From an optimization exercise on the open Yosys and OpenROAD flow, aimed at small area, a short achievable clock period and few clock cycles per item; shortcuts taken in it are not production practice.
At most, simulation tests tie the RTL to the original design; equivalence was not proved.
Power is estimated from default activity; no workload was simulated.

## ordered_list_engine_top
module ordered_list_engine_top (
    input  logic                            clk,
    input  logic                            rst_n,
    input  logic                            start,
    output logic                            busy,
    input  logic [ole_pkg::KIND_W-1:0]      kind,
    input  logic [ole_pkg::KEY_W-1:0]       key,
    input  logic [ole_pkg::VALUE_W-1:0]     value,
    input  logic [ole_pkg::INDEX_W-1:0]     index,
    output logic                            done,
    output logic [ole_pkg::STATUS_W-1:0]    status,
    output logic [ole_pkg::POSITION_W-1:0]  position,
    output logic [ole_pkg::RDATA_W-1:0]     read_data,
    output logic [ole_pkg::COUNT_W-1:0]     count
);
Size in the first run: about 3200 cells after synthesis, roughly 39000 µm² of cells after synthesis.
==> flow/config.mk <==
export PLATFORM = sky130hd
export DESIGN_NAME = ordered_list_engine_top
export DESIGN_NICKNAME = ordered_list_engine_top
export VERILOG_FILES = /design/flow/design.v
export SDC_FILE = /design/flow/constraint.sdc
export NUM_CORES = 4
export LEC_CHECK = 0
export CAP_MARGIN = 20
export CORE_MARGIN = 2
export CORE_UTILIZATION = 55
export SETUP_SLACK_MARGIN = 4.0
export SLEW_MARGIN = 20
==> flow/constraint.sdc <==
create_clock -name core_clock -period 7.0 [get_ports {clk}]
set_input_delay 1.4000 -clock core_clock [delete_from_list [all_inputs] [get_ports {clk}]]
set_output_delay 1.4000 -clock core_clock [all_outputs]
set_load 0.01 [all_outputs]
run.sh (not shown) runs the stock make flow with config.mk's settings and CLKGATE_MAP_FILE= SYNTH_SCRIPT=/design/flow/synth_recipe.tcl, a recipe that flattens the netlist after the stock synthesis.
Next try:
--- a/flow/design.v
+++ b/flow/design.v
@@ -141,27 +141,24 @@
     logic [IDX_W-1:0]       idx1;
     logic [CAPACITY-1:0]    pm1;        
     logic                   v2;
     ole_pkg::status_t       status2;
     logic [IDX_W-1:0]       pos2;
     logic                   rd2;
-    logic                   wr2;
-    logic [IDX_W-1:0]       slot2;
-    logic [DATA_WIDTH-1:0]  value2;
+    logic [IDX_W-1:0]       rslot2;
     logic                   done3;
     ole_pkg::status_t       status3;
     logic [IDX_W-1:0]       pos3;
     logic [RDATA_W-1:0]     rdata3;
     logic [CNT_W-1:0]       count3;
     logic [CAPACITY-1:0]    live;       
     logic [CAPACITY-1:0]    live_next;
     logic [CNT_W-1:0]       cnt;
     logic [CAPACITY*IDX_W-1:0] slots;
     logic [DATA_WIDTH-1:0]  entry_q [CAPACITY];
     logic [CAPACITY-1:0]    match;
-    logic [CAPACITY-1:0]    pend;       
     logic [CAPACITY-1:0]    we;
     assign busy = 1'b0;
     logic                   full;
     logic                   idx_ok;
     logic [IDX_W-1:0]       top_slot;
     logic [IDX_W-1:0]       idx_slot;
@@ -242,17 +239,14 @@
             sel[p] = ge[p] && !ge[p-1];
         wpos = open ? sel : (do_write ? idx_hot : '0);
     end
     always_comb
     begin
         for (int s = 0; s < CAPACITY; s++)
-        begin
-            pend[s] = (!full && (k_app || k_pre || k_ins) && top_slot == IDX_W'(s)) ||
-                      (do_write && idx_slot == IDX_W'(s));
-            we[s]   = wr2 && slot2 == IDX_W'(s);
-        end
+            we[s] = (!full && (k_app || k_pre || k_ins) && top_slot == IDX_W'(s)) ||
+                    (do_write && idx_slot == IDX_W'(s));
     end
     ole_chain u_chain (
         .clk      (clk),
         .rst_n    (rst_n),
         .open     (open),
         .close    (close),
@@ -265,13 +259,13 @@
     generate
         for (gs = 0; gs < CAPACITY; gs++)
         begin : g_slot
             ole_cell u_cell (
                 .clk   (clk),
                 .we    (we[gs]),
-                .value (value2),
+                .value (value1),
                 .key   (key),
                 .entry (entry_q[gs]),
                 .match (match[gs])
             );
         end
     endgenerate
@@ -380,28 +374,25 @@
     begin
         kind0  <= kind;
         value0 <= value;
         idx0   <= IDX_W'(index);
         eqv0   <= (value0 == key);
         for (int s = 0; s < CAPACITY; s++)
-            m0[s] <= pend[s] ? (value1 == key) :
-                     we[s]   ? (value2 == key) : match[s];
+            m0[s] <= we[s] ? (value1 == key) : match[s];
         kind1  <= kind0;
         value1 <= value0;
         idx1   <= idx0;
         pm1    <= pm_next;
         status2 <= status_next;
         pos2    <= pos_next;
         rd2     <= rd_next;
-        wr2     <= do_add || do_write;
-        slot2   <= k_find ? hit_slot : ((k_app || k_pre || k_ins) ? top_slot : idx_slot);
-        value2  <= value1;
+        rslot2  <= k_find ? hit_slot : idx_slot;
         status3 <= status2;
         pos3    <= pos2;
         count3  <= cnt;
-        rdata3  <= rd2 ? entry_q[slot2] : '0;
+        rdata3  <= rd2 ? entry_q[rslot2] : '0;
     end
     always_ff @(posedge clk or negedge rst_n)
     begin
         if (!rst_n)
         begin
             v0      <= 1'b0;
Effect:
- flip-flop and latch count came out lower by 33
- clock skew is lower by 0.033 ns
- final area came out lower by a few percent
- setup slack loses 0.15 ns
- sequential power barely changes
- wire length decreases by a little under a tenth
- synthesized area goes down by a few percent
- via count went down by a little under a tenth
Testbench counts after the change, summed over its fixed seeds: cycles 16,032, items 16,000.
Function not checked in the first run of this note: the RTL went through the layout flow alone.

==> what the ideal ports hide <==
How much do the figures lean on ideal ports? The routed layouts below were timed once more, with nothing changed but the port constraints. Step 1, drivers: a clkbuf_16 drives clk and a buf_2 each remaining input, both assumed. Step 2 also shifts input and output timing later by t, the mid clock arrival at the registers, as if the neighbouring blocks saw the same clock. Three values: ideal ports, drivers, drivers and shift; two values: the first two.
run	t, ns	setup slack, ns	worst setup path at the end	clock arrival spread, ns	worst data-port slew with drivers (ns)
the first run	0.737	3.814 / 3.865 / 3.128	input to register	0.059 / 0.058	0.07
the second run	0.729	3.667 / 3.714 / 2.985	input to register	0.025 / 0.026	0.06
After both steps setup and hold are still met in every run listed. The setup slack of the first run, which loses most, moves by +0.051 ns with the drivers and by -0.686 ns with both steps.
